What follows belongs to an exercise in optimizing a design on an open flow for small area and few clock cycles per item; a production flow would make more cautious choices. The RTL was checked by simulation tests, not by an equivalence proof against the original design. Power and IR drop assume default switching activity.

// sorted_priority_queue_core
module sorted_priority_queue_core (
   input  wire logic                         clock,
   input  wire logic                         reset,
   input  wire logic                         csr_wr_en,
   input  wire logic                         csr_wr_data,
   input  wire logic                         req_valid,
   output logic                              req_ready,
   input  wire logic [spq_pkg::OP_W-1:0]     req_operation,
   input  wire logic [spq_pkg::KEY_W-1:0]    req_key,
   input  wire logic [spq_pkg::PAY_W-1:0]    req_payload,
   input  wire logic [spq_pkg::IDX_W-1:0]    req_position,
   input  wire logic [spq_pkg::CNT_W-1:0]    req_range_end,
   output logic                              rsp_valid,
   input  wire logic                         rsp_ready,
   output logic [spq_pkg::STAT_W-1:0]        rsp_status,
   output logic [spq_pkg::CNT_W-1:0]         rsp_index_out,
   output logic                              rsp_found,
   output logic [spq_pkg::CNT_W-1:0]         rsp_count,
   output logic                              rsp_is_empty,
   output logic [spq_pkg::KEY_W-1:0]         rsp_front_key,
   output logic [spq_pkg::PAY_W-1:0]         rsp_front_payload
);
Settings: LEC_CHECK=0, CAP_MARGIN=20, CORE_MARGIN=2, CORE_UTILIZATION=55, CTS_CLUSTER_DIAMETER=100, CTS_CLUSTER_SIZE=24, PLACE_DENSITY=0.7, SLEW_MARGIN=20, SYNTH_HIERARCHICAL=1, SYNTH_MINIMUM_KEEP_SIZE=0; clock period 5.5 ns.
standard.sh (not shown) runs the stock make flow with config.mk's settings and CLKGATE_MAP_FILE= SYNTH_SCRIPT=/design/flow/synth_recipe.tcl, a recipe that flattens the netlist after the stock synthesis.
==> flow/flow/run.sh <==
#!/bin/bash
# The standard layout, with a small plain buffer (instead of the library's
# default pick, a delay buffer) on every input and output port, and with
# ORFS's power recovery after global routing, which downsizes cells on paths
# with positive slack.
set -uo pipefail
export BUFFER_PORTS_ARGS="-buffer_cell sky130_fd_sc_hd__buf_2"
export RECOVER_POWER=100
bash standard.sh > standard.log 2>&1
Testbench counts at the start, summed over its fixed seeds: cycles 12,008, items 12,000.
Edit:
--- a/flow/config.mk
+++ b/flow/config.mk
@@ -10 +10 @@
-export CORE_UTILIZATION = 55
+export CORE_UTILIZATION = 40
@@ -13 +12,0 @@
-export PLACE_DENSITY = 0.7
What happened:
- design area came out higher by 1.3%
- wire length grows by 5.1%
- setup slack loses 0.0094 ns
- utilization is lower by 16 points
- sequential cell count does not change
Edit:
==> flow/run.sh (new file) <==
#!/bin/bash
# synth_recipe.tcl (not shown) runs the flow's synth.tcl, then flattens the netlist and writes it again
# the make line also repeats each setting of config.mk as NAME=value (left out here)
make -C /OpenROAD-flow-scripts/flow DESIGN_CONFIG=/design/flow/config.mk WORK_HOME=/design/flow/orfs CLKGATE_MAP_FILE= SYNTH_SCRIPT=/design/flow/synth_recipe.tcl finish
--- a/flow/config.mk
+++ b/flow/config.mk
@@ -8 +8 @@
-export CAP_MARGIN = 20
+export CAP_MARGIN = 5
@@ -13 +13 @@
-export SLEW_MARGIN = 20
+export SLEW_MARGIN = 5
removed: flow/flow/run.sh
removed: flow/standard.sh
Total power rose by 1.8%; worst setup slack gets better by 0.036 ns; design area rises by 2.9%; synthesized cell count is unchanged; sequential power stays flat; core utilization grows by 1.3 points; wire length came out lower by 2.4%; via count fell by 0.75%; hold slack is better by 0.0042 ns; global-route usage decreases by 0.61 points; clock-buffer cell count went up by 4.

* * *

Setup of the previous run:
Starting RTL as in the previous note.
Design sorted_priority_queue_core, start of the top module:
module sorted_priority_queue_core (
   input  wire logic                         clock,
   input  wire logic                         reset,
   input  wire logic                         csr_wr_en,
   input  wire logic                         csr_wr_data,
   input  wire logic                         req_valid,
   output logic                              req_ready,
   input  wire logic [spq_pkg::OP_W-1:0]     req_operation,
   input  wire logic [spq_pkg::KEY_W-1:0]    req_key,
   input  wire logic [spq_pkg::PAY_W-1:0]    req_payload,
   input  wire logic [spq_pkg::IDX_W-1:0]    req_position,
   input  wire logic [spq_pkg::CNT_W-1:0]    req_range_end,
   output logic                              rsp_valid,
   input  wire logic                         rsp_ready,
   output logic [spq_pkg::STAT_W-1:0]        rsp_status,
   output logic [spq_pkg::CNT_W-1:0]         rsp_index_out,
   output logic                              rsp_found,
   output logic [spq_pkg::CNT_W-1:0]         rsp_count,
   output logic                              rsp_is_empty,
   output logic [spq_pkg::KEY_W-1:0]         rsp_front_key,
   output logic [spq_pkg::PAY_W-1:0]         rsp_front_payload
);
   localparam int DEPTH = spq_pkg::DEPTH;
   localparam int CW    = spq_pkg::CNT_W;
   logic                           sort_desc_ff;
   logic [CW-1:0]                  occupancy_ff;
   logic [CW-1:0]                  occupancy_in;
   logic                           rsp_valid_ff;
  ...
export LEC_CHECK = 0
export CAP_MARGIN = 5
export CORE_MARGIN = 2
export CORE_UTILIZATION = 55
export CTS_CLUSTER_DIAMETER = 100
export CTS_CLUSTER_SIZE = 24
export PLACE_DENSITY = 0.7
export SLEW_MARGIN = 5
export SYNTH_HIERARCHICAL = 1
export SYNTH_MINIMUM_KEEP_SIZE = 0
create_clock -name core_clock -period 5.5 [get_ports {clock}]
run.sh (not shown) runs the stock make flow with config.mk's settings and CLKGATE_MAP_FILE= SYNTH_SCRIPT=/design/flow/synth_recipe.tcl, a recipe that flattens the netlist after the stock synthesis.
Stock flow here: none of the scripts above is used.
Testbench counts of the previous run, summed over its fixed seeds: cycles 12,008, items 12,000.
What the current run does differently from the previous run at the input level:
- removing PLACE_DENSITY (formerly 0.7)
- changing SLEW_MARGIN from 5 to 20
- changing CAP_MARGIN from 5 to 20
- changing CORE_UTILIZATION from 55 to 40
==> flow/flow/run.sh (new file) <==
#!/bin/bash
# The standard layout, with a small plain buffer (instead of the library's
# default pick, a delay buffer) on every input and output port.
set -uo pipefail
export BUFFER_PORTS_ARGS="-buffer_cell sky130_fd_sc_hd__buf_2"
bash standard.sh > standard.log 2>&1
==> flow/standard.sh (new file) <==
#!/bin/bash
# synth_recipe.tcl (not shown) runs the flow's synth.tcl, then flattens the netlist and writes it again
# the make line also repeats each setting of config.mk as NAME=value (left out here)
make -C /OpenROAD-flow-scripts/flow DESIGN_CONFIG=/design/flow/config.mk WORK_HOME=/design/flow/orfs CLKGATE_MAP_FILE= SYNTH_SCRIPT=/design/flow/synth_recipe.tcl "${@:-finish}"
removed: flow/run.sh
Results
- In the reports for the previous run and the current run, the smaller number of stages on the worst setup path belongs to the previous run.
- Going from the previous run to the current run, share of power burned in combinational logic shrinks by 0.9 points.
- Est. power | the current run vs the previous run | the current run higher
- Met3 routed wirelength, the previous run and the current run: higher on the current run
- In the current run, the latest clock arrival within the worst-skew pair came out 0.05 ns above the value in the previous run.
- Against the previous run as the reference, the current run delivers a higher final wirelength.
- Relative to the previous run, the post-route standard cell area excluding fillers measured on the current run has decreased slightly.

==> what the ideal ports hide <==
The results above use ideal ports. As a check the final layouts listed here were re-extracted and re-timed, cells and wires unchanged.
Step 1: set_driving_cell puts a clkbuf_16 on clock and a buf_2 on each other input, an assumption about the parent block.
Step 2, shift: input delay + t, output delay - t, t = (earliest + latest rising clock arrival at the registers) / 2. This alone moves slack from input paths to output paths.
Slacks: ideal / step 1 / step 2; pairs: ideal / step 1.
| run | t (ns) | setup slack, ns | worst slew at a driven data input, ns |
|---|---|---|---|
| the first run of note 1 | 0.726 | 0.499 / 0.549 / -0.177 | 0.05 |
| the second run of note 1 | 0.762 | 0.489 / 0.511 / -0.251 | 0.08 |
| the third run of note 1 | 0.750 | 0.525 / 0.455 / 0.021 | 0.06 |
| the previous run | 0.713 | 0.725 / 0.768 / 0.055 | 0.05 |
| the current run | 0.760 | 0.857 / 0.838 / 0.135 | 0.08 |
With both steps, setup timing fails in the first run of note 1 and the second run of note 1, where it was met with ideal ports. For the second run of note 1, which loses most, drivers alone change the setup slack by +0.022 ns; drivers and shift together by -0.740 ns.
